This is an optimization exercise on Yosys and OpenROAD, whose aim is small area, not a production implementation.
Where RTL was checked, it was by simulation tests only, not by an equivalence proof against the original.
No functional check of the RTL was part of runs 3 to 5.
Power figures rest on the tool's default switching activity, not on a simulated workload.

$ cat design/flow/flow/run.sh
#!/bin/bash
# Standard ORFS layout (the standard.sh, unchanged synthesis) with one change:
# the port buffers are the smallest buffer, sky130_fd_sc_hd__buf_1, instead of the
# resizer's default pick. The full make output goes to make_finish.log here.
set -euo pipefail
export BUFFER_PORTS_ARGS="-buffer_cell sky130_fd_sc_hd__buf_1"
bash standard.sh > make_finish.log 2>&1
$ cat design/flow/standard.sh
#!/bin/bash
# synth_recipe.tcl (not shown) runs the flow's synth.tcl, then flattens the netlist and writes it again
# the make line also repeats each setting of config.mk as NAME=value (left out here)
make -C /OpenROAD-flow-scripts/flow DESIGN_CONFIG=/design/flow/config.mk WORK_HOME=/design/flow/orfs CLKGATE_MAP_FILE= SYNTH_SCRIPT=/design/flow/synth_recipe.tcl "${@:-finish}"
$ cat design/flow/config.mk
export PLATFORM = sky130hd
export DESIGN_NAME = game_top
export DESIGN_NICKNAME = game_top
export VERILOG_FILES = /design/flow/design.v
export SDC_FILE = /design/flow/constraint.sdc
export NUM_CORES = 4
export LEC_CHECK = 0
export CAP_MARGIN = 20
export CORE_MARGIN = 2
export CORE_UTILIZATION = 40
export SLEW_MARGIN = 20
$ cat design/flow/constraint.sdc
create_clock -name core_clock -period 6.0 [get_ports {DIV}]
set_input_delay 1.2000 -clock core_clock [delete_from_list [all_inputs] [get_ports {DIV}]]
set_output_delay 1.2000 -clock core_clock [all_outputs]
set_load 0.01 [all_outputs]
$ cat design/flow/design.v
`default_nettype none
package flappy_pkg;
	localparam int NUM_PIPES = 8;
	localparam int X_W = 12;               
	localparam int COL_W = 10;             
	localparam int ROW_W = 9;              
	localparam int SCREEN_W = 640;         
	localparam int PIPE_SPACING = 90;
	localparam int PIPE_W = 44;
	localparam int PIPE_EXIT_X = -52;      
	localparam int BIRD_W = 41;
	localparam int BIRD_H = 36;
	localparam int BIRD_TOP_MARGIN = 12;
	localparam int FLOOR_Y = 479;
	localparam int GAP_TOP_BASE = 150;
	localparam int GAP_HEIGHT = 150;
	localparam int GAP_RAND_W = 5;         
	localparam int SPEED_MIN = 4;
	localparam int SPEED_MAX = 8;
	localparam int SPEED_W = 4;
	localparam int STEP_CYCLES = 64;
	localparam int STEP_CNT_W = $clog2(STEP_CYCLES);
	localparam int RAMP_STEPS = 32;
	localparam int RAMP_CNT_W = $clog2(RAMP_STEPS);
	localparam int LED_FLASH_CYCLES = 256;
	localparam int LED_CNT_W = $clog2(LED_FLASH_CYCLES);
	localparam int SCORE_W = 20;              
	localparam int SCORE_DIGITS = SCORE_W / 4;
	localparam logic [15:0] KEY_ENTER = 16'h800D;
	localparam logic [15:0] KEY_SPACE = 16'h8020;
	localparam logic [4:0] PAD_START = 5'd8;
	localparam logic [4:0] PAD_FLY = 5'd9;
	localparam logic [4:0] PAD_RESTART = 5'd10;
	localparam logic [15:0] LFSR_SEED = 16'hACE1;
	localparam logic [2:0] ST_WELCOME = 3'b001;    
	localparam logic [2:0] ST_PLAYING = 3'b010;
	localparam logic [2:0] ST_OVER = 3'b100;
endpackage
`default_nettype wire
`timescale 1ns/1ns
`default_nettype none
module key_decode (
	input  wire logic        DIV,
	input  wire logic        arst_n,
	input  wire logic [15:0] key_word,
	input  wire logic [2:0]  btn,
	input  wire logic [4:0]  keypad,
	output logic             start,
	output logic             fly,
	output logic             restart
);
	logic key_enter, key_space;
	assign key_enter = (key_word == flappy_pkg::KEY_ENTER);
	assign key_space = (key_word == flappy_pkg::KEY_SPACE);
	always_ff @(posedge DIV or negedge arst_n) begin
		if (!arst_n) begin
			start <= 1'b0;
			fly <= 1'b0;
			restart <= 1'b0;
		end else begin
			start <= key_enter || (btn[0] && keypad == flappy_pkg::PAD_START);
			fly <= key_space || (btn[1] && keypad == flappy_pkg::PAD_FLY);
			restart <= key_enter || (btn[2] && keypad == flappy_pkg::PAD_RESTART);
		end
	end
endmodule
`default_nettype wire
`timescale 1ns/1ns
`default_nettype none
module step_timer (
	input  wire logic                        DIV,
	input  wire logic                        arst_n,
	input  wire logic                        playing,
	output logic                             step,
	output logic [flappy_pkg::SPEED_W-1:0]   speed
);
	logic [5:0] cyc_cnt;
	logic [4:0] ramp_cnt;
	logic [2:0] k;
	function automatic logic [5:0] inc6(input logic [5:0] v);
		logic c;
		c = 1'b1;
		for (int b = 0; b < 6; b++) begin
			inc6[b] = v[b] ^ c;
			c = c & v[b];
		end
	endfunction
	function automatic logic [4:0] inc5(input logic [4:0] v);
		logic c;
		c = 1'b1;
		for (int b = 0; b < 5; b++) begin
			inc5[b] = v[b] ^ c;
			c = c & v[b];
		end
	endfunction
	assign speed = {k[2], ~k[2], k[1:0]};
	always_ff @(posedge DIV or negedge arst_n) begin
		if (!arst_n) begin
			cyc_cnt <= '0;
			step <= 1'b0;
		end else begin
			cyc_cnt <= inc6(cyc_cnt);
			step <= &cyc_cnt;
		end
	end
	always_ff @(posedge DIV or negedge arst_n) begin
		if (!arst_n) begin
			ramp_cnt <= '0;
			k <= '0;
		end else if (!playing) begin
			ramp_cnt <= '0;
			k <= '0;
		end else if (step) begin
			ramp_cnt <= inc5(ramp_cnt);
			if (&ramp_cnt && !k[2])
				k <= {k[1] & k[0], k[1] ^ k[0], ~k[0]};
		end
	end
endmodule
`default_nettype wire
`timescale 1ns/1ns
`default_nettype none
module pipe_field (
	input  wire logic                                                  DIV,
	input  wire logic                                                  arst_n,
	input  wire logic                                                  step,
	input  wire logic                                                  playing,
	input  wire logic [flappy_pkg::SPEED_W-1:0]                        speed,
	output logic [flappy_pkg::NUM_PIPES-1:0][flappy_pkg::X_W-1:0]      pipe_x,
	output logic [flappy_pkg::NUM_PIPES-1:0][flappy_pkg::ROW_W-1:0]    pipe_top_y,
	output logic [flappy_pkg::NUM_PIPES-1:0][flappy_pkg::ROW_W-1:0]    pipe_low_y,
	output logic [flappy_pkg::NUM_PIPES-1:0][4:0]                      gap_r
);
	localparam int NP = flappy_pkg::NUM_PIPES;
	logic [15:0] lfsr;
	logic [NP-1:0][10:0] xs;
	logic [NP-1:0] neg, wrap;
	logic [NP-1:0][6:0] top7, low7;
	function automatic logic [10:0] add11(input logic [10:0] a, input logic [10:0] b, input logic ci);
		logic c;
		c = ci;
		for (int k = 0; k < 11; k++) begin
			add11[k] = a[k] ^ b[k] ^ c;
			c = (a[k] & b[k]) | (c & (a[k] ^ b[k]));
		end
	endfunction
	function automatic logic [6:0] add7(input logic [6:0] a, input logic [6:0] b);
		logic c;
		c = 1'b0;
		for (int k = 0; k < 7; k++) begin
			add7[k] = a[k] ^ b[k] ^ c;
			c = (a[k] & b[k]) | (c & (a[k] ^ b[k]));
		end
	endfunction
	always_ff @(posedge DIV or negedge arst_n) begin
		if (!arst_n)
			lfsr <= flappy_pkg::LFSR_SEED;
		else if (step)
			lfsr <= {lfsr[14:0], lfsr[15] ^ lfsr[13] ^ lfsr[12] ^ lfsr[10]};
	end
	always_comb begin
		for (int i = 0; i < NP; i++) begin
			neg[i] = &xs[i][10:6];
			wrap[i] = neg[i] & ~xs[i][5] & ~xs[i][4] & ~(xs[i][3] & xs[i][2]);
			pipe_x[i] = {neg[i], xs[i]};
			top7[i] = add7({2'b00, gap_r[i]}, 7'd22);
			low7[i] = add7({2'b00, gap_r[i]}, 7'd44);
			pipe_top_y[i] = {3'b010, top7[i][5:0]};
			pipe_low_y[i] = {2'b10, low7[i]};
		end
	end
	logic [3:0] ds;
	logic park;
	logic [10:0] prev_x, rejoin_x;
	always_comb begin
		prev_x = '0;
		for (int i = 0; i < NP; i++)
			prev_x = prev_x | (xs[(i + NP - 1) % NP] & {11{wrap[i]}});
		rejoin_x = add11(prev_x, 11'd90, 1'b0);
	end
	assign ds = speed & {4{step}};
	assign park = step & ~playing;
	always_ff @(posedge DIV or negedge arst_n) begin
		if (!arst_n) begin
			for (int i = 0; i < NP; i++)
				xs[i] <= 11'(flappy_pkg::SCREEN_W + i * flappy_pkg::PIPE_SPACING);
		end else begin
			for (int i = 0; i < NP; i++) begin
				if (park)
					xs[i] <= 11'(flappy_pkg::SCREEN_W + i * flappy_pkg::PIPE_SPACING);    
				else if (step && wrap[i])
					xs[i] <= rejoin_x;    
				else
					xs[i] <= add11(xs[i], ~{7'd0, ds}, 1'b1);
			end
		end
	end
	always_ff @(posedge DIV or negedge arst_n) begin
		if (!arst_n) begin
			for (int i = 0; i < NP; i++)
				gap_r[i] <= '0;
		end else begin
			for (int i = 0; i < NP; i++)
				if (step && playing && wrap[i])
					gap_r[i] <= lfsr[4:0];
		end
	end
endmodule
`default_nettype wire
`timescale 1ns/1ns
`default_nettype none
module collision_check (
	input  wire logic                                                  DIV,
	input  wire logic                                                  arst_n,
	input  wire logic [flappy_pkg::COL_W-1:0]                          bird_x,
	input  wire logic [flappy_pkg::ROW_W-1:0]                          bird_y,
	input  wire logic [flappy_pkg::NUM_PIPES-1:0][flappy_pkg::X_W-1:0]   pipe_x,
	input  wire logic [flappy_pkg::NUM_PIPES-1:0][4:0]                 gap_r,
	output logic                                                       hit,
	output logic                                                       between
);
	localparam int NP = flappy_pkg::NUM_PIPES;
	function automatic logic ge12(input logic [11:0] a, input logic [11:0] b);
		logic g;
		g = 1'b1;
		for (int k = 0; k < 12; k++)
			g = (a[k] & ~b[k]) | (a[k] & g) | (~b[k] & g);
		ge12 = g;
	endfunction
	function automatic logic ge5(input logic [4:0] a, input logic [4:0] b);
		logic g;
		g = 1'b1;
		for (int k = 0; k < 5; k++)
			g = (a[k] & ~b[k]) | (a[k] & g) | (~b[k] & g);
		ge5 = g;
	endfunction
	function automatic logic [11:0] add12(input logic [11:0] a, input logic [11:0] b);
		logic c;
		c = 1'b0;
		for (int k = 0; k < 12; k++) begin
			add12[k] = a[k] ^ b[k] ^ c;
			c = (a[k] & b[k]) | (c & (a[k] ^ b[k]));
		end
	endfunction
	function automatic logic [4:0] add5(input logic [4:0] a, input logic [4:0] b);
		logic c;
		c = 1'b0;
		for (int k = 0; k < 5; k++) begin
			add5[k] = a[k] ^ b[k] ^ c;
			c = (a[k] & b[k]) | (c & (a[k] ^ b[k]));
		end
	endfunction
	function automatic logic ge9(input logic [8:0] a, input logic [8:0] b);
		logic g;
		g = 1'b1;
		for (int k = 0; k < 9; k++)
			g = (a[k] & ~b[k]) | (a[k] & g) | (~b[k] & g);
		ge9 = g;
	endfunction
	logic [11:0] lo, hi;         
	logic [NP-1:0] overlap;
	logic [4:0] r;               
	logic [4:0] a5, b5;
	logic a_neg, a_small, b_big, b_small;
	logic blocked, bound_hit;
	assign a_neg = ~ge9(bird_y, 9'd138);
	assign a_small = ~a_neg && ~ge9(bird_y, 9'd170);
	assign a5 = add5(bird_y[4:0], 5'd22);           
	assign b_big = ge9(bird_y, 9'd296);
	assign b_small = ~b_big && ge9(bird_y, 9'd264);
	assign b5 = add5(bird_y[4:0], 5'd24);           
	assign bound_hit = (bird_y == '0) || ge9(bird_y, 9'd443);
	assign lo = add12({2'b00, bird_x}, 12'(-44)) ^ 12'h800;
	assign hi = add12({2'b00, bird_x}, 12'd41) ^ 12'h800;
	always_comb begin
		r = '0;
		for (int i = 0; i < NP; i++) begin
			overlap[i] = ge12(pipe_x[i] ^ 12'h800, lo) && ge12(hi, pipe_x[i] ^ 12'h800);
			r = r | (gap_r[i] & {5{overlap[i]}});
		end
		blocked = a_neg || b_big || (a_small && ge5(r, a5)) || (b_small && ge5(b5, r));
	end
	always_ff @(posedge DIV or negedge arst_n) begin
		if (!arst_n) begin
			hit <= 1'b0;
			between <= 1'b0;
		end else begin
			hit <= bound_hit || (|overlap && blocked);
			between <= |overlap;
		end
	end
endmodule
`default_nettype wire
`timescale 1ns/1ns
`default_nettype none
module game_fsm (
	input  wire logic  DIV,
	input  wire logic  arst_n,
	input  wire logic  start,
	input  wire logic  restart,
	input  wire logic  hit,
	output logic       welcome,
	output logic       playing,
	output logic       over,
	output logic       game_over,
	output logic [15:0] led
);
	logic led_on;
	logic [7:0] flash_cnt;
	logic to_over;
	assign welcome = ~playing & ~over;
	assign to_over = playing && hit;
	assign led = {16{led_on}};
	function automatic logic [7:0] dec8(input logic [7:0] v);
		logic b;
		b = 1'b1;
		for (int k = 0; k < 8; k++) begin
			dec8[k] = v[k] ^ b;
			b = b & ~v[k];
		end
	endfunction
	always_ff @(posedge DIV or negedge arst_n) begin
		if (!arst_n) begin
			playing <= 1'b0;
			over <= 1'b0;
			game_over <= 1'b0;
		end else begin
			game_over <= to_over;
			if (welcome && start)
				playing <= 1'b1;
			else if (over && restart)
				over <= 1'b0;
			else if (to_over) begin
				playing <= 1'b0;
				over <= 1'b1;
			end
		end
	end
	always_ff @(posedge DIV or negedge arst_n) begin
		if (!arst_n) begin
			led_on <= 1'b1;
			flash_cnt <= '0;
		end else if (to_over) begin
			led_on <= 1'b0;
			flash_cnt <= 8'hFF;
		end else if (!led_on) begin
			if (flash_cnt == '0)
				led_on <= 1'b1;
			else
				flash_cnt <= dec8(flash_cnt);
		end
	end
endmodule
`default_nettype wire
`timescale 1ns/1ns
`default_nettype none
module score_keeper (
	input  wire logic                             DIV,
	input  wire logic                             arst_n,
	input  wire logic                             playing,
	input  wire logic                             game_over,
	input  wire logic                             between,
	output logic [flappy_pkg::SCORE_W-1:0]        score,
	output logic [flappy_pkg::SCORE_W-1:0]        maxscore
);
	localparam int SW = flappy_pkg::SCORE_W;
	logic between_d;
	logic passed;
	function automatic logic [SW-1:0] bcd_inc(input logic [SW-1:0] v);
		logic c;
		logic [3:0] d;
		c = 1'b1;
		for (int i = 0; i < SW / 4; i++) begin
			d = v[4*i +: 4];
			bcd_inc[4*i]     = d[0] ^ c;
			bcd_inc[4*i + 1] = d[1] ^ (c & d[0] & ~d[3]);
			bcd_inc[4*i + 2] = d[2] ^ (c & d[0] & d[1]);
			bcd_inc[4*i + 3] = d[3] ^ (c & d[0] & (d[3] | (d[2] & d[1])));
			c = c & d[3] & d[0];
		end
	endfunction
	function automatic logic gt(input logic [SW-1:0] a, input logic [SW-1:0] b);
		logic g;
		g = 1'b0;
		for (int k = 0; k < SW; k++)
			g = (a[k] & ~b[k]) | (a[k] & g) | (~b[k] & g);
		gt = g;
	endfunction
	assign passed = playing && between_d && !between;
	always_ff @(posedge DIV or negedge arst_n) begin
		if (!arst_n) begin
			between_d <= 1'b0;
			score <= '0;
			maxscore <= '0;
		end else begin
			between_d <= between;
			if (game_over) begin
				if (gt(score, maxscore))
					maxscore <= score;
				score <= '0;
			end else if (passed) begin
				score <= bcd_inc(score);
			end
		end
	end
endmodule
`default_nettype wire
`timescale 1ns/1ns
`default_nettype none
module game_top (
	input  wire logic                                                  DIV,
	input  wire logic                                                  arst_n,
	input  wire logic [15:0]                                           key_word,
	input  wire logic [2:0]                                            btn,
	input  wire logic [4:0]                                            keypad,
	input  wire logic [flappy_pkg::COL_W-1:0]                          bird_x,
	input  wire logic [flappy_pkg::ROW_W-1:0]                          bird_y,
	output logic                                                       fly,
	output logic                                                       welcome,
	output logic                                                       playing,
	output logic                                                       over,
	output logic [flappy_pkg::SPEED_W-1:0]                             speed,
	output logic [flappy_pkg::NUM_PIPES*flappy_pkg::X_W-1:0]           pipe_x,
	output logic [flappy_pkg::NUM_PIPES*flappy_pkg::ROW_W-1:0]         pipe_top_y,
	output logic [flappy_pkg::NUM_PIPES*flappy_pkg::ROW_W-1:0]         pipe_low_y,
	output logic [flappy_pkg::SCORE_W-1:0]                             score,
	output logic [flappy_pkg::SCORE_W-1:0]                             maxscore,
	output logic [15:0]                                                led
);
	logic start, restart;      
	logic step;                
	logic hit, between;        
	logic game_over;
	logic [flappy_pkg::NUM_PIPES-1:0][4:0] gap_r;
	key_decode i_key_decode (
		.DIV(DIV), .arst_n(arst_n),
		.key_word(key_word), .btn(btn), .keypad(keypad),
		.start(start), .fly(fly), .restart(restart)
	);
	step_timer i_step_timer (
		.DIV(DIV), .arst_n(arst_n),
		.playing(playing),
		.step(step), .speed(speed)
	);
	pipe_field i_pipe_field (
		.DIV(DIV), .arst_n(arst_n),
		.step(step), .playing(playing), .speed(speed),
		.pipe_x(pipe_x), .pipe_top_y(pipe_top_y), .pipe_low_y(pipe_low_y),
		.gap_r(gap_r)
	);
	collision_check i_collision_check (
		.DIV(DIV), .arst_n(arst_n),
		.bird_x(bird_x), .bird_y(bird_y),
		.pipe_x(pipe_x), .gap_r(gap_r),
		.hit(hit), .between(between)
	);
	game_fsm i_game_fsm (
		.DIV(DIV), .arst_n(arst_n),
		.start(start), .restart(restart), .hit(hit),
		.welcome(welcome), .playing(playing), .over(over),
		.game_over(game_over), .led(led)
	);
	score_keeper i_score_keeper (
		.DIV(DIV), .arst_n(arst_n),
		.playing(playing), .game_over(game_over), .between(between),
		.score(score), .maxscore(maxscore)
	);
endmodule
`default_nettype wire
==> key figures, run 1 <==
Flow run
  • Max-cap violations: 0

Cells and area
  • Area growth, synth to finish: 14.12%
  • Most frequent cells in the layout: buf_1, inv_1, nand2_1
  • Fin util: 45.96%
  • Share of post-route cells with drive strength above 1: 11.49%
  • Commonest non-fill, non-tap cell in the layout: buf_1
  • Fin nets: 2392
  • Design area: 0.01915 mm²
  • Diodes inserted: 0
  • Fillers: 4147

Drt
  • Per-cell routed wire length: 22.54 µm
  • Metal3 WL: around 4500 µm
  • Top layer reached by signal wires: met4
  • Via count: 15750
  • Antenna Violating Nets Remaining: 0
  • WL met2: 28740 µm
  • Via density: 5.745
  • Routed WL: just over 60000 µm
  • DRC Markers: 0
  • Drt pass-1 iters: 6
  • 1st-iter DRT viols: between 1000 and 1500
  • M1 WL: 26320 µm

Worst setup path
  • Worst path required time: roughly 6.4 ns
  • Worst setup EP type: flop
  • R2R cell count: 21
  • Crit path kind: input port to flop
  • Arr. time, crit path: 5.86 ns
  • Startpoint types: input port
  • CP Max Fanout: 10

STA
  • Clock skew: ~0.023 ns
  • Least-Margin Pin Slew: ~0.9 ns
  • RSZ-0062 raised after global routing: false
  • Period minus WS final: 5.427 ns
  • Fmax: 184.3 MHz
  • Hold Slack: approximately 0.38 ns
  • Setup Viol. Count Final: 0
  • Final Hold Viols: 0
  • Slew margin rel.: roughly two fifths
  • Setup_tns: 0 ns
  • Fin. max-slew vios: 0
  • Crit share post-route: about nine tenths

Min path
  • Min-Delay Path Depth: 0
  • Worst hold path type: flop to flop

Floorplanning
  • Std-Cell Rows: 75
  • Die area: 0.04360 mm²
  • Boundary pin count: 349
  • Die Y: 208.8 µm
  • CORE AREA: ~0.042 mm²
  • Chip width: roughly 210 µm
  • Initial Utilization: 40.27%

Placed design
  • PortBufs: 308
  • Detail Placement HPWL: 47470 µm
  • Area post-placement: around 0.018 mm²
  • Final GP Congestion: 0.9642

Power and ir drop
  • Cell area power density: 200.5 mW/mm²
  • Max VDD drop: 0.0001893 V
  • Leak: 8.702 nW
  • Total Power: between 3 and 4 mW

Yosys
  • Flops & latches, synth: 217
  • Yosys cell types: 93
  • Post-synthesis cell area: 0.01678 mm²
  • YS warnings: 6
  • Main synth FF type: dfrtp_1
  • Cells after synthesis: 1928
  • Syn Area/Cell: 8.703 µm²
  • Post-synth EDFFs: 0
  • Ys async rst share: 100.0%
  • Seq/Total Area, Yosys: 32.73%

Clock tree
  • CTS H-tree depth: 1
  • CTS tree: done
  • Post-CTS setup buffers: 0
  • CTS max path bufs: 3
  • TritonCTS buffer count: 27
  • Clk root buf: clkbuf_16
  • Post_cts resized: 0
  • Cts hold-fix bufs: 0
  • Clk latency of the worst-skew pair: between 0.5 and 0.6 ns
  • Clock Sinks: 217
  • Clk slew on worst S/H paths: approximately 0.060 ns

Status
  • Status: timing/DRC/antenna clean

Global routing
  • First-pass GRT wire length: 93040 µm
  • Number of global-route vias before repair: approximately 15000
  • Largest net degree at the start of global routing: 71
  • Grt total ovfl: 0
  • Total GRT Usage: between 20% and 30%
  • Initial antenna violation count: 0
Yosys cell counts, types with 5 or more instances:
library cell	number	area, µm²
mux2_2	57	641.9
nor3_1	9	45.04
and2_1	17	106.4
nand3b_1	6	45.04
clkbuf_1	65	244.0
buf_4	86	645.6
a211o_1	12	105.1
nor2_1	107	401.6
o22ai_1	36	225.2
and3_1	18	112.6
a22o_1	15	131.4
nand3_1	31	155.2
ha_1	142	1777
o21ai_0	71	355.3
o211a_1	5	50.05
buf_1	10	37.54
dfstp_2	49	1287
nor4_1	12	75.07
a221oi_1	18	157.7
a222oi_1	6	60.06
a2111oi_0	15	131.4
nor2b_1	33	206.5
or3_1	8	50.05
nand4_1	19	118.9
mux2i_1	10	100.1
o31ai_1	5	37.54
a22oi_1	53	397.9
maj3_1	9	90.09
nand2b_1	32	200.2
xnor2_1	13	113.9
dfrtp_1	168	4204
clkbuf_2	5	25.02
a211oi_1	43	322.8
o2111ai_1	12	105.1
and4_1	9	78.83
nand2_1	204	765.7
inv_1	257	964.7
fa_1	24	480.5
a21oi_1	73	365.4
o211ai_1	42	315.3
xor2_1	12	105.1
buf_2	15	75.07
state kept, by name (all words and copies together) (netlist names), 3 cells and up:
signal / count
i_pipe_field.gap_r: 40
i_score_keeper.score: 20
i_step_timer.cyc_cnt: 6
i_pipe_field.xs: 88
i_step_timer.k: 3
i_score_keeper.maxscore: 20
i_pipe_field.lfsr: 16
i_step_timer.ramp_cnt: 5
i_game_fsm.flash_cnt: 8
worst max-delay path: stages:
cell and delay [ns]:
buf_1 0.10, ha_1 0.21, ha_1 0.18, inv_1 0.05, ha_1 0.16, inv_1 0.05
ha_1 0.17, inv_1 0.05, ha_1 0.13, inv_1 0.04, ha_1 0.17, ha_1 0.18
ha_1 0.19, ha_1 0.31, buf_4 0.20, nor2b_1 0.15, a221oi_1 0.32, o2111ai_1 0.18
a21oi_1 0.29, a21oi_1 0.15, a32oi_1 0.35, nand4_1 0.18, or3_1 0.34, a32oi_1 0.27
or4b_1 0.16, nand4_1 0.08
cell type report:
class / count / area, µm² / area share [%]
clock buffer: 32 / 734.5 / 3.835
clock inverter: 18 / 201.4 / 1.052
inverter: 259 / 972.2 / 5.077
multi-input combinational: 1307 / 9445 / 49.32
sequential: 217 / 5492 / 28.68
tap: 539 / 674.4 / 3.522
timing repair buffer: 369 / 1630 / 8.514
layer usage:
layer | global-route usage [%] | vias to the layer above
li1 | - | 7159
met1 | 37.87 | 7812
met2 | 44.55 | 656
met3 | 3.742 | 119
met4 | 10.17 | 0
met5 | 0 | -
worst paths after layout:
| path | startpoint | endpoint | slack [ns] |
|---|---|---|---|
| min in group asynchronous | arst_n | i_pipe_field.xs[25]$_DFF_PN0_ | 0.71 |
| min reg2reg | i_collision_check.between$_DFF_PN0_ | i_score_keeper.between_d$_DFF_PN0_ | 0.38 |
| max | bird_x[0] | i_collision_check.hit$_DFF_PN0_ | 0.57 |
| max reg2reg | i_pipe_field.xs[83]$_DFF_PN1_ | i_pipe_field.xs[75]$_DFF_PN0_ | 1.04 |
| max in group asynchronous | arst_n | i_pipe_field.gap_r[8]$_DFFE_PN0P_ | 3.92 |
| min | i_collision_check.between$_DFF_PN0_ | i_score_keeper.between_d$_DFF_PN0_ | 0.38 |
metrics by stage:
stage | setup WS [ns] | cells
floorplan | 0.6078 | 1966
global placement | 0.1006 | 2691
detailed placement | 0.09157 | 2691
CTS | 0.6780 | 2741
global route | 0.2680 | 2741
finish | 0.5728 | 2741
cells by family after synthesis:
family / count (synthesis) / synth area share [%]
other cells: 2 / 0.04476
xor+xnor: 25 / 1.305
flops: 217 / 32.73
fa+ha+maj: 177 / 14.12
buf+inv: 442 / 12.07
simple gates: 531 / 15.39
compound gates: 467 / 19.92
mux: 67 / 4.422
where the power goes:
group | switching [mW] | internal, mW
Clock | 0.697 | 1.01
Sequential | 0.0484 | 1.51
Combinational | 0.362 | 0.212
==> run 2: changes to the inputs <==
==> design/flow/run.sh (new file) <==
#!/bin/bash
# synth_recipe.tcl (not shown) runs the flow's synth.tcl, then flattens the netlist and writes it again
# the make line also repeats each setting of config.mk as NAME=value (left out here)
make -C /OpenROAD-flow-scripts/flow DESIGN_CONFIG=/design/flow/config.mk WORK_HOME=/design/flow/orfs CLKGATE_MAP_FILE= SYNTH_SCRIPT=/design/flow/synth_recipe.tcl finish
removed: design/flow/flow/run.sh
removed: design/flow/standard.sh
==> key figures, run 2 <==
Floorplanning
  • Chip width: 208.8 µm
  • Die Y: 208.8 µm
  • CORE AREA: roughly 0.042 mm²
  • Std-Cell Rows: between 70 and 80
  • Initial Utilization: between 40% and 50%
  • Die area: 0.04360 mm²
  • Boundary pin count: 349

Power and ir drop
  • Max VDD drop: roughly 0.00018 V
  • Cell area power density: roughly 180 mW/mm²
  • Leak: 9.628 nW

STA
  • Fmax: 175.4 MHz
  • Final Hold Viols: 0
  • RSZ-0062 raised after global routing: false
  • Crit share post-route: 95.01%
  • Setup_tns: 0 ns
  • Setup Viol. Count Final: 0
  • Least-Margin Pin Slew: 0.8633 ns
  • Fin. max-slew vios: 0
  • Period minus WS final: roughly 5.7 ns
  • Slew margin rel.: 42.45%
  • Clock skew: 0.01370 ns

Yosys
  • Synth Area in XOR/XNOR: around 1.3%
  • Fraction of the mapped netlist area in adder cells: 14.12%
  • Synth area leaders: dfrtp_1, ha_1, dfstp_2
  • Commonest cells post-synth: inv_1, nand2_1, dfrtp_1
  • Largest family of logic cells by synthesized area: compound AO/OA/AOI/OAI gates
  • Synth Area in Simple Gates: 15.39%
  • Seq/Total Area, Yosys: roughly a third
  • Main synth FF type: dfrtp_1
  • Cells after synthesis: 1928
  • Leading area contributor after synthesis: dfrtp_1
  • Post-synth top area share: around a quarter
  • Post-synthesis cell area: roughly 0.017 mm²
  • Post-synth EDFFs: 0
  • Ys async rst share: 100.0%
  • Complex-gate fraction of the synthesized area: 19.92%
  • Mux cell area share after synthesis: between 4 and 5%
  • Yosys cell types: 93
  • Flops & latches, synth: 217
  • Syn Area/Cell: 8.703 µm²
  • Most common cell in the netlist: inv_1
  • YS warnings: 6

Cells and area
  • Most frequent cells in the layout: clkdlybuf4s50_1, inv_1, nand2_1
  • Max FFs per register: 88
  • Largest registers: i_pipe_field.xs (88), i_pipe_field.gap_r (40)
  • Share of post-route cells with drive strength above 1: 12.51%
  • Biggest register: i_pipe_field.xs
  • Area growth, synth to finish: 27.22%
  • Fillers: ~4000
  • Post-Layout Cell Count: 2778
  • Diodes inserted: 0
  • Fin nets: between 2000 and 2500
  • Design area: 0.02135 mm²
  • Commonest non-fill, non-tap cell in the layout: clkdlybuf4s50_1

Placed design
  • Detail Placement HPWL: 48230 µm
  • Final GP Congestion: slightly below 1
  • Area post-placement: 0.02044 mm²
  • Cell total after placement: 2727
  • PortBufs: 308

Global routing
  • Total GRT Usage: 28.34%
  • Largest net degree at the start of global routing: 131
  • Number of global-route vias before repair: 15340
  • First-pass GRT wire length: 95290 µm
  • Grt total ovfl: 0
  • Initial antenna violation count: 0

Clock tree
  • CTS H-tree depth: 1
  • Clk slew on worst S/H paths: 0.06 ns
  • TritonCTS buffer count: 27
  • Clock Sinks: 217
  • Clk latency of the worst-skew pair: 0.58 ns
  • CTS max path bufs: 3
  • Clk root buf: clkbuf_16
  • CTS tree: done
  • Cts hold-fix bufs: 0

Drt
  • Via count: 15790
  • Routed WL: 62630 µm
  • Per-cell routed wire length: 22.55 µm
  • Drt pass-1 iters: 6
  • Antenna Violating Nets Remaining: 0
  • DRC Markers: 0
  • 1st-iter DRT viols: 1304
  • Via density: between 5 and 6

Worst setup path
  • Startpoint types: input port
  • R2R cell count: 21
  • CP Max Fanout: 7
  • R2R Path Start: i_pipe_field.xs[83]$_DFF_PN1_
  • Crit path top cell by count: ha_1
  • Crit path kind: input port to flop
  • Slowest cell delay on critical path: between 0.4 and 0.5 ns
  • R2r setup slk: around 0.96 ns
  • Arr. time, crit path: roughly 6 ns
  • Worst path required time: between 6 and 7 ns
  • Worst setup EP type: flop
  • RR Endpoint: i_pipe_field.xs[64]$_DFF_PN0_
  • Critical path's slowest cell: clkdlybuf4s50_1

Status
  • Status: timing/DRC/antenna clean

Flow run
  • Max-cap violations: 0

Min path
  • Worst-case hold path end point: i_score_keeper.between_d$_DFF_PN0_
  • Min-Delay Path Depth: 0
  • Hold Crit Start: i_collision_check.between$_DFF_PN0_
  • Worst hold path type: flop to flop
[run 2: cell counts after synthesis]
Identical to the previous run, type by type.
[run 2: worst max-delay path by stage]
stage | end | from | depth (start not counted)
2_1_floorplan | i_collision_check.hit$_DFF_PN0_ | bird_x[0] | 25
3_3_place_gp | i_collision_check.hit$_DFF_PN0_ | bird_x[0] | 26
3_5_place_dp | i_collision_check.hit$_DFF_PN0_ | bird_x[0] | 25
4_1_cts | i_collision_check.hit$_DFF_PN0_ | bird_x[0] | 25
5_1_grt | i_collision_check.hit$_DFF_PN0_ | bird_x[0] | 25
6_report | i_collision_check.hit$_DFF_PN0_ | bird_x[0] | 25
[run 2: cells by family after synthesis]
| group | count (synthesis) |
|---|---|
| compound gates | 467 |
| xor+xnor | 25 |
| fa+ha+maj | 177 |
| buf+inv | 442 |
| flops | 217 |
| mux | 67 |
| other cells | 2 |
| simple gates | 531 |
[run 2: report_power, final]
group	internal [mW]	switching, mW
clock network	0.974	0.682
logic	0.333	0.370
registers	1.51	0.0480
[run 2: per-layer routing]
metal / vias up / part of all wire, % / track usage (%)
met1: 7763 / 43 / 39.45
met4: 0 / 3.3 / 9.236
li1: 7246 / - / -
met2: 666 / 46 / 45.26
met5: - / 0 / 0
met3: 113 / 7.2 / 4.253
[run 2: critical path, delay by kind of cell]
| kind | cells | cell delay (ns) |
|---|---|---|
| AOI/OAI and AO/OA | 7 | 1.94 |
| and+or+nand+nor | 3 | 0.46 |
| buffers and inverters | 6 | 0.86 |
| adders and majority gates | 9 | 1.70 |
[run 2: repair_timing]
item                                    in CTS  in global routing
setup buffers                                0                  1
endpoints found under the setup margin       0                  1
resized for setup                            0                  4
[run 2: area by class of cell]
class	count	area [µm²]	share of cell area (%)
clock buffers	44	779.5	3.651
clock inverters	6	97.59	0.4572
inverters	259	972.2	4.554
multi-input cells	1307	9459	44.31
flip-flops and latches	217	5492	25.72
well taps	539	674.4	3.159
repair buffers	406	3874	18.15
[run 2: per-stage QoR]
step                total power [mW]  utilization (%)  hold slack, ns  setup slack, ns
finish                         3.917            51.24          0.3866           0.2996
global route                   4.083            51.24          0.3916         0.005622
CTS                            3.956            51.17          0.3851           0.3116
detailed placement             2.279            49.07          0.3706          -0.2560
global placement               2.273            49.07          0.3677          -0.1405
floorplan                      2.022                -          0.3543           0.6078
==> run 3: changes to the inputs <==
--- a/design/flow/design.v
+++ b/design/flow/design.v
@@ -173,9 +173,2 @@
 	logic park;
-	logic [10:0] prev_x, rejoin_x;
-	always_comb begin
-		prev_x = '0;
-		for (int i = 0; i < NP; i++)
-			prev_x = prev_x | (xs[(i + NP - 1) % NP] & {11{wrap[i]}});
-		rejoin_x = add11(prev_x, 11'd90, 1'b0);
-	end
 	assign ds = speed & {4{step}};
@@ -191,3 +184,3 @@
 				else if (step && wrap[i])
-					xs[i] <= rejoin_x;    
+					xs[i] <= add11(xs[(i + NP - 1) % NP], 11'd90, 1'b0);    
 				else
@@ -229,8 +222,8 @@
 	endfunction
-	function automatic logic ge5(input logic [4:0] a, input logic [4:0] b);
+	function automatic logic ge9(input logic [8:0] a, input logic [8:0] b);
 		logic g;
 		g = 1'b1;
-		for (int k = 0; k < 5; k++)
+		for (int k = 0; k < 9; k++)
 			g = (a[k] & ~b[k]) | (a[k] & g) | (~b[k] & g);
-		ge5 = g;
+		ge9 = g;
 	endfunction
@@ -244,7 +237,7 @@
 	endfunction
-	function automatic logic [4:0] add5(input logic [4:0] a, input logic [4:0] b);
+	function automatic logic [5:0] add6(input logic [5:0] a, input logic [5:0] b);
 		logic c;
 		c = 1'b0;
-		for (int k = 0; k < 5; k++) begin
-			add5[k] = a[k] ^ b[k] ^ c;
+		for (int k = 0; k < 6; k++) begin
+			add6[k] = a[k] ^ b[k] ^ c;
 			c = (a[k] & b[k]) | (c & (a[k] ^ b[k]));
@@ -252,9 +245,2 @@
 	endfunction
-	function automatic logic ge9(input logic [8:0] a, input logic [8:0] b);
-		logic g;
-		g = 1'b1;
-		for (int k = 0; k < 9; k++)
-			g = (a[k] & ~b[k]) | (a[k] & g) | (~b[k] & g);
-		ge9 = g;
-	endfunction
 	logic [11:0] lo, hi;         
@@ -262,15 +248,7 @@
 	logic [4:0] r;               
-	logic [4:0] a5, b5;
-	logic a_neg, a_small, b_big, b_small;
+	logic [8:0] t1, t2;
 	logic blocked, bound_hit;
-	assign a_neg = ~ge9(bird_y, 9'd138);
-	assign a_small = ~a_neg && ~ge9(bird_y, 9'd170);
-	assign a5 = add5(bird_y[4:0], 5'd22);           
-	assign b_big = ge9(bird_y, 9'd296);
-	assign b_small = ~b_big && ge9(bird_y, 9'd264);
-	assign b5 = add5(bird_y[4:0], 5'd24);           
-	assign bound_hit = (bird_y == '0) || ge9(bird_y, 9'd443);
-	assign lo = add12({2'b00, bird_x}, 12'(-44)) ^ 12'h800;
-	assign hi = add12({2'b00, bird_x}, 12'd41) ^ 12'h800;
 	always_comb begin
+		lo = add12({2'b00, bird_x}, 12'(-44)) ^ 12'h800;
+		hi = add12({2'b00, bird_x}, 12'd41) ^ 12'h800;
 		r = '0;
@@ -280,3 +258,6 @@
 		end
-		blocked = a_neg || b_big || (a_small && ge5(r, a5)) || (b_small && ge5(b5, r));
+		t1 = {3'b010, add6({1'b0, r}, 6'd10)};     
+		t2 = {3'b100, add6({1'b0, r}, 6'd8)};      
+		blocked = ge9(t1, bird_y) || ge9(bird_y, t2);
+		bound_hit = (bird_y == '0) || ge9(bird_y, 9'd443);
 	end
==> key figures, run 3 <==
Yosys
  • Most common cell in the netlist: inv_1
  • YS warnings: 6
  • Synth area leaders: dfrtp_1, ha_1, dfstp_2
  • Commonest cells post-synth: inv_1, ha_1, dfrtp_1
  • Cells after synthesis: 1905
  • Yosys cell types: 76
  • Post-synth EDFFs: 0
  • Post-synthesis cell area: 0.01701 mm²
  • Leading area contributor after synthesis: dfrtp_1
  • Main synth FF type: dfrtp_1
  • Seq/Total Area, Yosys: 32.28%
  • Ys async rst share: 100.0%
  • Flops & latches, synth: 217
  • Syn Area/Cell: between 8 and 9 µm²
  • Post-synth top area share: 24.71%

Clock tree
  • Cts hold-fix bufs: 0
  • Clk slew on worst S/H paths: approximately 0.060 ns
  • CTS max path bufs: 3
  • Clk latency of the worst-skew pair: 0.58 ns
  • CTS H-tree depth: 1
  • Clock Sinks: 217
  • Clk root buf: clkbuf_16
  • CTS tree: done
  • TritonCTS buffer count: 27

Status
  • Status: timing/DRC/antenna clean

Placed design
  • Area post-placement: 0.02110 mm²
  • PortBufs: a little over 300
  • DP Worst Slack: -1.112 ns
  • Cell total after placement: 2761
  • Detail Placement HPWL: 45500 µm
  • Final GP Congestion: 0.9201

Floorplanning
  • Die area: 0.04419 mm²
  • Die Y: roughly 210 µm
  • Std-Cell Rows: 75
  • CORE AREA: about 0.042 mm²
  • Chip width: 210.2 µm
  • Boundary pin count: 349
  • Initial Utilization: between 40% and 50%

Drt
  • DRC Markers: 0
  • Drt pass-1 iters: 6
  • Per-cell routed wire length: 20.77 µm
  • Antenna Violating Nets Remaining: 0
  • Via count: about 15000
  • 1st-iter DRT viols: 1144
  • Via density: 5.408
  • Routed WL: 58490 µm

Cells and area
  • Design area: 0.02231 mm²
  • Fillers: 3889
  • Post-Layout Cell Count: between 2000 and 3000
  • Register Area: 0.005492 mm²
  • Area taken by multi-input logic gates: 0.01001 mm²
  • Largest registers: i_pipe_field.xs (88), i_pipe_field.gap_r (40)
  • Most frequent cells in the layout: clkdlybuf4s50_1, inv_1, ha_1
  • Area growth, synth to finish: 31.15%
  • Share of post-route cells with drive strength above 1: approximately 17%
  • Fin nets: 2522
  • Fin util: 53.19%
  • Max FFs per register: between 80 and 90
  • Biggest register: i_pipe_field.xs
  • Commonest non-fill, non-tap cell in the layout: clkdlybuf4s50_1

Power and ir drop
  • Cell area power density: 176.7 mW/mm²
  • Max VDD drop: 0.0002061 V
  • Leak: 10.54 nW

STA
  • Setup Viol. Count Final: 0
  • Period minus WS final: a little under 6 ns
  • Least-Margin Pin Slew: 0.9953 ns
  • Crit share post-route: 97.39%
  • Worst setup margin: 0.1569 ns
  • Fmax: 171.1 MHz
  • Final Hold Viols: 0
  • Clock skew: around 0.027 ns
  • Fin. max-slew vios: 0
  • Slew margin rel.: 33.46%

Worst setup path
  • CP Max Fanout: 7
  • CP bufs+invs: 9
  • Critical path's slowest cell: or3b_4
  • Worst path required time: between 6 and 7 ns
  • Crit path kind: input port to flop
  • Slowest cell delay on critical path: 0.44 ns
  • Worst setup EP type: flop
  • Crit path top cell by count: ha_4
  • Top cell family by delay on the critical path: adder cells
  • Startpoint types: input port
  • Arr. time, crit path: between 6 and 7 ns

Global routing
  • Grt total ovfl: 0
  • Initial antenna violation count: 1
  • First-pass GRT wire length: 88650 µm
  • Number of global-route vias before repair: 14920
  • Largest net degree at the start of global routing: roughly 120
  • Total GRT Usage: 25.97%

Flow run
  • Max-cap violations: 0

Min path
  • Worst hold path type: flop to flop
==> run 3: cell types whose count changed after synthesis, moves of 27 or more <==
cell / before / now
nor2_1: 107 / 147
maj3_1: 9 / 36
nand2_1: 204 / 160
inv_1: 257 / 294
a22oi_1: 53 / 8
ha_1: 142 / 198
==> run 3: path summary, 6_finish.rpt <==
check                                                     from                                  end  slack (ns)  cells past startpoint
setup / recovery                                     bird_x[0]      i_collision_check.hit$_DFF_PN0_        0.16                     35
hold / removal             i_collision_check.between$_DFF_PN0_   i_score_keeper.between_d$_DFF_PN0_        0.38                      0
setup reg to reg                 i_pipe_field.xs[42]$_DFF_PN1_      i_collision_check.hit$_DFF_PN0_        1.56                     20
hold reg to reg            i_collision_check.between$_DFF_PN0_   i_score_keeper.between_d$_DFF_PN0_        0.38                      0
max in group asynchronous                               arst_n  i_score_keeper.score[8]$_DFFE_PN0P_        4.07                      2
min in group asynchronous                               arst_n        i_pipe_field.xs[37]$_DFF_PN0_        0.63                      1
==> run 3: what timing repair did <==
item / CTS / global route
resized for setup: 18 / 57
buffers inserted: 0 / 4
endpoints found under the setup margin: 1 / 1
pin swaps: 14 / 34
==> run 3: routing by layer <==
metal	routed length (µm)	part of all wire [%]	global-route usage, %	vias to the layer above
li1	-	-	-	7117
met1	25400	43	34.29	7491
met2	27750	47	43.77	509
met3	3523	6.0	3.903	111
met4	1815	3.1	8.339	0
met5	0	0	0	-
==> run 3: power by group <==
group          internal, mW  total (mW)  switching (mW)  leakage (nW)
logic                 0.341       0.689           0.348          7.26
clock network          1.03        1.70           0.665         0.460
registers              1.51        1.56          0.0494          2.82
total                  2.88        3.94            1.06          10.5
==> run 3: worst reg2reg max path: cells and delay by family (launching register included) <==
family	cells	cell delay, ns
DFF	1	0.66
and+or+nand+nor	7	1.50
buffers and inverters	3	0.18
AOI/OAI and AO/OA	7	1.52
adders and majority gates	3	0.47
==> run 3: cell type report <==
cell class / instances / share of cell area, %
well taps: 539 / 3.023
clock inverters: 7 / 0.4823
clock buffers: 43 / 3.701
repair buffers: 437 / 18.32
multi-input cells: 1278 / 44.85
diodes: 1 / 0.01122
inverters: 294 / 5.003
flip-flops and latches: 217 / 24.61
==> run 3: cell families after synthesis <==
logic type / Yosys count / share of synthesized area (%)
compound gates: 325 / 13.22
xor+xnor: 31 / 1.596
fa+ha+maj: 261 / 19.70
buf+inv: 448 / 11.80
flops: 217 / 32.28
mux: 104 / 6.936
other cells: 2 / 0.04415
simple gates: 517 / 14.42
==> run 3: stage by stage <==
| step | power [mW] | hold WS [ns] | setup TNS (ns) |
|---|---|---|---|
| after global routing | 4.123 | 0.3885 | -0.06087 |
| after floorplan | 1.978 | 0.3543 | 0 |
| after CTS | 3.975 | 0.3833 | 0 |
| after detailed placement | 2.247 | 0.3680 | -1.112 |
| final | 3.943 | 0.3828 | 0 |
| after global placement | 2.234 | 0.3614 | -1.062 |
==> run 4: changes to the inputs <==
--- a/design/flow/config.mk
+++ b/design/flow/config.mk
@@ -10,2 +10,3 @@
 export CORE_UTILIZATION = 40
+export CTS_BUF_LIST = sky130_fd_sc_hd__clkbuf_4 sky130_fd_sc_hd__clkbuf_8
 export SLEW_MARGIN = 20
==> key figures, run 4 <==
Status
  • Status: timing/DRC/antenna clean

STA
  • Final Hold Viols: 0
  • Hold Slack: 0.3828 ns
  • Least-Margin Pin Slew: approximately 0.97 ns
  • Setup Viol. Count Final: 0
  • Fin. max-slew vios: 0
  • Slew margin rel.: 35.34%
  • Crit share post-route: between 90% and 100%
  • Fmax: ~170 MHz
  • Period minus WS final: 5.821 ns
  • Clock skew: about 0.024 ns

Yosys
  • Seq/Total Area, Yosys: 32.28%
  • Syn Area/Cell: 8.930 µm²
  • Ys async rst share: 100.0%
  • Synth area leaders: dfrtp_1, ha_1, dfstp_2
  • Commonest cells post-synth: inv_1, ha_1, dfrtp_1
  • Main synth FF type: dfrtp_1
  • Post-synth top area share: 24.71%
  • Cells after synthesis: 1905
  • YS warnings: 6
  • Post-synth EDFFs: 0
  • Flops & latches, synth: 217
  • Leading area contributor after synthesis: dfrtp_1
  • Most common cell in the netlist: inv_1
  • Post-synthesis cell area: 0.01701 mm²
  • Yosys cell types: 76

Global routing
  • First-pass GRT wire length: just under 90000 µm
  • Total GRT Usage: a little over a quarter
  • Grt total ovfl: 0
  • Initial antenna violation count: 0
  • Number of global-route vias before repair: 14990
  • Largest net degree at the start of global routing: 117

Floorplanning
  • Chip width: around 210 µm
  • Initial Utilization: 40.55%
  • Std-Cell Rows: 75
  • Boundary pin count: 349
  • Die area: 0.04419 mm²
  • Die Y: about 210 µm
  • CORE AREA: 0.04195 mm²

Drt
  • Via density: between 5 and 6
  • Per-cell routed wire length: approximately 21 µm
  • Via count: 15240
  • 1st-iter DRT viols: 1148
  • DRC Markers: 0
  • Drt pass-1 iters: 6
  • Routed WL: 58510 µm
  • Antenna Violating Nets Remaining: 0

Power and ir drop
  • Leak: 10.59 nW
  • Max VDD drop: 0.0001557 V
  • Cell area power density: 175.6 mW/mm²

Cells and area
  • Area growth, synth to finish: 31.10%
  • Commonest non-fill, non-tap cell in the layout: clkdlybuf4s50_1
  • Area taken by multi-input logic gates: 0.009983 mm²
  • Most frequent cells in the layout: clkdlybuf4s50_1, inv_1, ha_1
  • Max FFs per register: 88
  • Fin util: a little over half
  • Register Area: 0.005492 mm²
  • Biggest register: i_pipe_field.xs
  • Fillers: 3889
  • Diodes inserted: 0
  • Share of post-route cells with drive strength above 1: between 10% and 20%
  • Fin nets: 2535
  • Largest registers: i_pipe_field.xs (88), i_pipe_field.gap_r (40)

Worst setup path
  • Arr. time, crit path: approximately 6.3 ns
  • CP bufs+invs: 9
  • Worst path required time: approximately 6.5 ns
  • Critical path's slowest cell: or3b_4
  • Worst Setup SP: bird_x[0]
  • Worst setup EP type: flop
  • Startpoint types: input port
  • Crit path top cell by count: ha_4
  • Crit path kind: input port to flop
  • Slowest cell delay on critical path: 0.44 ns
  • R2R Path Start: i_pipe_field.xs[42]$_DFF_PN1_
  • Top cell family by delay on the critical path: adder cells
  • CP Max Fanout: 7

Clock tree
  • CTS tree: done
  • Clock Sinks: roughly 220
  • Clk slew on worst S/H paths: 0.06 ns
  • CTS H-tree depth: 2
  • Clk root buf: clkbuf_8
  • CTS max path bufs: 3
  • TritonCTS buffer count: 40
  • Clk latency of the worst-skew pair: 0.61 ns

Min path
  • Worst hold path type: flop to flop
  • Hold Crit Start: i_collision_check.between$_DFF_PN0_

Placed design
  • Final GP Congestion: 0.9201
  • PortBufs: just over 300
  • Detail Placement HPWL: 45500 µm

Flow run
  • Max-cap violations: 0
## run 4: cell types whose count changed in the layout (fill, tap and decap cells not counted), sizes merged
cell	delta
clkinv	+1
diode	-1
clkbuf	+23
## run 4: cell families (layout without fill, tap and decap cells)
logic type      count (synthesis)  count (layout)  synth area share, %
compound gates                325             325                13.22
flops                         217             217                32.28
other cells                     2              40              0.04415
fa+ha+maj                     261             261                19.70
mux                           104             104                6.936
simple gates                  517             517                14.42
xor+xnor                       31              31                1.596
buf+inv                       448             805                11.80
## run 4: area by class of cell
cell class	instances	area share, %
flip-flops and latches	217	24.62
well taps	539	3.024
multi-input cells	1278	44.77
clock inverters	8	0.4713
clock buffers	66	3.821
repair buffers	437	18.31
inverters	294	4.982
## run 4: layer usage
layer  vias to the layer above  wire length, µm  track usage [%]  share of wire, %
met3                       103             3530            4.306               6.0
met5                         -                0                0                 0
met4                         0             1580            8.388               2.7
li1                       7144                -                -                 -
met2                       524            27870            43.79                48
met1                      7471            25530            34.31                44
## run 4: where the power goes
part	leakage, nW	total [mW]	internal, mW	switching, mW
sequential	2.82	1.56	1.51	0.0503
combinational	7.26	0.681	0.338	0.344
clock	0.507	1.68	0.989	0.686
## run 4: worst register-to-register path: stages, from the launching register on
cell and delay, ns:
dfstp_2 0.65, nand4_1 0.12, nor2_1 0.70, o211ai_1 0.21
o31ai_1 0.51, a211oi_4 0.10, a22o_1 0.28, nor3_2 0.19
inv_1 0.09, ha_2 0.18, inv_2 0.06, ha_4 0.14
inv_4 0.03, ha_4 0.15, nand2b_4 0.14, a31oi_4 0.13
nor2_2 0.06, nor3b_2 0.20, o211ai_1 0.16, o211ai_1 0.11
nand3_1 0.09
## run 4: timing repair
| item | in CTS | in global routing |
|---|---|---|
| resized for setup | 17 | 49 |
| endpoints found under the setup margin | 1 | 1 |
| hold buffers | 0 | 0 |
| pin swaps | 14 | 34 |
| buffers inserted | 0 | 4 |
## run 4: through the flow
step                std cells  setup WS (ns)  TNS [ns]  area [µm²]  power, mW
floorplan                1943       0.002210         0       17270      1.978
global placement         2761         -1.062    -1.062       21100      2.234
detailed placement       2761         -1.112    -1.112       21100      2.247
CTS                      2835       0.007560         0       22080      3.943
global route             2839       -0.06108  -0.06108       22300      4.087
finish                   2839         0.1785         0       22300      3.916
## run 4: worst paths after layout
path / to / slack (ns) / depth (start not counted)
worst max-delay path: i_collision_check.hit$_DFF_PN0_ / 0.18 / 35
worst min-delay path: i_score_keeper.between_d$_DFF_PN0_ / 0.38 / 0
worst max register to register: i_collision_check.hit$_DFF_PN0_ / 1.60 / 20
worst min register to register: i_score_keeper.between_d$_DFF_PN0_ / 0.38 / 0
max in group asynchronous: i_pipe_field.gap_r[31]$_DFFE_PN0P_ / 4.10 / 2
min in group asynchronous: i_pipe_field.xs[54]$_DFF_PN0_ / 0.61 / 1
==> run 5: changes to the inputs <==
==> design/flow/flow/run.sh (new file) <==
#!/bin/bash
# Standard ORFS layout with two changes: the port buffers are the smallest
# buffer (sky130_fd_sc_hd__buf_1) instead of the resizer's pick, and after global
# routing the resizer downsizes gates that have slack (RECOVER_POWER).
set -euo pipefail
export BUFFER_PORTS_ARGS="-buffer_cell sky130_fd_sc_hd__buf_1"
export RECOVER_POWER=100
bash standard.sh > make_finish.log 2>&1
==> design/flow/standard.sh (new file) <==
#!/bin/bash
# synth_recipe.tcl (not shown) runs the flow's synth.tcl, then flattens the netlist and writes it again
# the make line also repeats each setting of config.mk as NAME=value (left out here)
make -C /OpenROAD-flow-scripts/flow DESIGN_CONFIG=/design/flow/config.mk WORK_HOME=/design/flow/orfs CLKGATE_MAP_FILE= SYNTH_SCRIPT=/design/flow/synth_recipe.tcl "${@:-finish}"
--- a/design/flow/config.mk
+++ b/design/flow/config.mk
@@ -10,3 +10,2 @@
 export CORE_UTILIZATION = 40
-export CTS_BUF_LIST = sky130_fd_sc_hd__clkbuf_4 sky130_fd_sc_hd__clkbuf_8
 export SLEW_MARGIN = 20
removed: design/flow/run.sh
==> key figures, run 5 <==
Cells and area
  • Largest registers: i_pipe_field.xs (88), i_pipe_field.gap_r (40)
  • Diodes inserted: 0
  • Max FFs per register: 88
  • Fin nets: 2507
  • Share of post-route cells with drive strength above 1: a little over an eighth
  • Biggest register: i_pipe_field.xs
  • Commonest non-fill, non-tap cell in the layout: buf_1
  • Area growth, synth to finish: 18.70%
  • Most frequent cells in the layout: buf_1, inv_1, ha_1
  • Fin util: around half

Yosys
  • Post-synth EDFFs: 0
  • Ys async rst share: 100.0%
  • Leading area contributor after synthesis: dfrtp_1
  • Most common cell in the netlist: inv_1
  • Seq/Total Area, Yosys: 32.28%
  • Largest family of logic cells by synthesized area: adder cells
  • Cells after synthesis: 1905
  • Synth Area in XOR/XNOR: about 1.6%
  • YS warnings: 6
  • Synth Area in Simple Gates: 14.42%
  • Syn Area/Cell: 8.930 µm²
  • Mux cell area share after synthesis: slightly below 7%
  • Yosys cell types: 76
  • Main synth FF type: dfrtp_1
  • Flops & latches, synth: 217
  • Fraction of the mapped netlist area in adder cells: a little under 20%
  • Post-synth top area share: 24.71%
  • Synth area leaders: dfrtp_1, ha_1, dfstp_2
  • Commonest cells post-synth: inv_1, ha_1, dfrtp_1
  • Post-synthesis cell area: 0.01701 mm²
  • Complex-gate fraction of the synthesized area: 13.22%

Worst setup path
  • R2r setup slk: 1.37 ns
  • Top cell family by delay on the critical path: adder cells
  • RR Endpoint: i_collision_check.hit$_DFF_PN0_
  • Crit path top cell by count: ha_4
  • Startpoint types: input port
  • CP bufs+invs: 10
  • R2R Path Start: i_pipe_field.xs[27]$_DFF_PN1_
  • Crit path kind: input port to flop
  • Worst setup EP type: flop
  • Critical path's slowest cell: a2111o_1
  • R2R cell count: 21
  • Slowest cell delay on critical path: around 0.37 ns
  • Arr. time, crit path: 6.29 ns
  • Worst path required time: between 6 and 7 ns
  • CP Max Fanout: 4

Clock tree
  • CTS H-tree depth: 1
  • Clock Sinks: 217
  • CTS tree: done
  • Clk slew on worst S/H paths: roughly 0.06 ns
  • TritonCTS buffer count: 27
  • Cts hold-fix bufs: 0
  • CTS max path bufs: 3
  • Clk root buf: clkbuf_16
  • Clk latency of the worst-skew pair: 0.55 ns

Drt
  • Drt pass-1 iters: 6
  • DRC Markers: 0
  • Via density: 5.391
  • Antenna Violating Nets Remaining: 0
  • Routed WL: 56460 µm
  • 1st-iter DRT viols: 1216
  • Via count: 15100
  • Per-cell routed wire length: 20.16 µm

Global routing
  • Largest net degree at the start of global routing: 109
  • Total GRT Usage: 25.27%
  • Grt total ovfl: 0
  • Initial antenna violation count: 1
  • First-pass GRT wire length: between 80000 and 90000 µm
  • Number of global-route vias before repair: 14740

Floorplanning
  • Die area: 0.04419 mm²
  • CORE AREA: 0.04195 mm²
  • Boundary pin count: 349
  • Die Y: 210.2 µm
  • Std-Cell Rows: 75
  • Initial Utilization: 40.55%
  • Chip width: 210.2 µm

STA
  • RSZ-0062 raised after global routing: true
  • Slew margin rel.: -82.75%
  • Setup Viol. Count Final: 0
  • Fmax: approximately 170 MHz
  • Final Hold Viols: 0
  • Least-Margin Pin Slew: 2.741 ns
  • Fin. max-slew vios: 240
  • Period minus WS final: 5.857 ns
  • Crit share post-route: 97.62%
  • Clock skew: 0.009640 ns

Min path
  • Worst hold path type: flop to flop
  • Hold Crit Start: i_collision_check.between$_DFF_PN0_
  • Min-Delay Path Depth: 0
  • Worst-case hold path end point: i_score_keeper.between_d$_DFF_PN0_

Status
  • Status: finished with violations
  • Violated checks: capacitance limit, slew limit

Power and ir drop
  • Cell area power density: 195.2 mW/mm²
  • Total Power: 3.941 mW
  • Max VDD drop: 0.0001741 V
  • Leak: 9.681 nW

Placed design
  • PortBufs: between 300 and 400
  • Detail Placement HPWL: 44310 µm
  • Final GP Congestion: between 0.9 and 1

Flow run
  • Max-cap violations: 4
==> run 5: per-layer routing <==
layer	wire [µm]	up-vias	GRT usage [%]
li1	-	7099	-
met1	24610	7384	34.21
met2	26220	501	41.22
met3	3527	112	3.948
met4	2104	0	8.608
met5	0	-	0
==> run 5: kinds of logic (layout without fill, tap and decap cells) <==
kind of cell,count (synthesis),count (layout)
xor gates and xnor gates,31,31
buffers and inverters,448,766
DFF,217,217
other,2,40
adders and majority gates,261,261
muxes,104,104
AOI/OAI and AO/OA,325,325
and+or+nand+nor,517,517
==> run 5: power breakdown <==
| group | switching, mW | leakage, nW | internal (mW) |
|---|---|---|---|
| logic | 0.339 | 6.36 | 0.229 |
| registers | 0.0479 | 2.83 | 1.51 |
| clock network | 0.677 | 0.495 | 1.14 |
| total | 1.06 | 9.68 | 2.88 |
==> run 5: worst register-to-register path, stage by stage (launching register included) <==
cell and delay [ns]:
dfstp_1 0.70, nor2_1 0.10, maj3_1 0.36, maj3_1 0.35, a2111oi_0 0.37, a221oi_1 0.23, a222oi_1 0.31, nand2_1 0.16
nor4b_4 0.33, inv_1 0.08, ha_2 0.19, inv_2 0.06, ha_4 0.13, inv_4 0.03, ha_4 0.14, nand2b_4 0.14
a31oi_4 0.14, nor2_2 0.06, nor3b_2 0.21, o211ai_1 0.17, o211ai_1 0.12, nand3_1 0.08
==> run 5: layout make-up <==
cell class              count  area, µm²
repair buffers            422       2007
fillers                  4040      21750
clock buffers              33      748.2
clock inverters            17      245.2
inverters                 294       1119
well taps                 539      674.4
flip-flops and latches    217       5492
multi-input cells        1278       9908
==> run 5: worst max-delay path by stage <==
stage	startpoint	end	slack, ns	depth (start not counted)
2_1_floorplan	bird_x[0]	i_collision_check.hit$_DFF_PN0_	0.002	34
3_3_place_gp	bird_x[0]	i_collision_check.hit$_DFF_PN0_	-0.84	36
3_5_place_dp	bird_x[0]	i_collision_check.hit$_DFF_PN0_	-0.90	36
4_1_cts	bird_x[0]	i_collision_check.hit$_DFF_PN0_	0.005	36
5_1_grt	bird_x[0]	i_collision_check.hit$_DFF_PN0_	-0.18	36
6_report	bird_x[0]	i_collision_check.hit$_DFF_PN0_	0.14	36
==> run 5: through the flow <==
step	cell area (µm²)	setup slack, ns	std cells	TNS [ns]	hold slack (ns)
after global placement	19030	-0.8450	2742	-0.8450	0.3662
final	20190	0.1427	2800	0	0.3952
after floorplan	17270	0.002210	1943	0	0.3543
after CTS	20100	0.005491	2799	0	0.3927
after global routing	20190	-0.1827	2800	-0.1827	0.4008
after detailed placement	19030	-0.9048	2742	-0.9048	0.3785
==> run 5: repair_timing <==
item	4_1_cts	5_1_grt
endpoints found under the setup margin	1	1
setup buffers	7	1
pin swaps	12	24
resized for setup	8	45

[static timing again, ports no longer ideal]
How much do the figures lean on ideal ports? The routed layouts below were timed once more, with nothing changed but the port constraints. Step 1, drivers: a clkbuf_16 drives DIV and a buf_2 each remaining input, both assumed. Step 2 moves the port delays by t, midway between the first and last clock arrival at a register: inputs arrive t later, outputs are due t later. That takes back most of the time a late clock gives input paths. a / b / c = ideal ports / drivers / drivers and shift; a / b = the first two.
run	t (ns)	setup slack, ns	worst register clock-pin slew, ns	worst slew at a driven data input, ns	cell pins on the clock port's net
run 1	0.618	0.573 / 0.601 / -0.017	0.06 / 0.06	0.05	1
run 2	0.627	0.300 / 0.334 / -0.293	0.07 / 0.07	0.05	1
run 3	0.622	0.157 / 0.175 / -0.447	0.07 / 0.07	0.07	1
run 4	0.645	0.179 / 0.189 / -0.457	0.07 / 0.07	0.07	1
run 5	0.599	0.143 / 0.154 / -0.446	0.07 / 0.07	0.05	1
The setup slack of run 4, which loses most, moves by +0.010 ns with the drivers and by -0.636 ns with both steps.
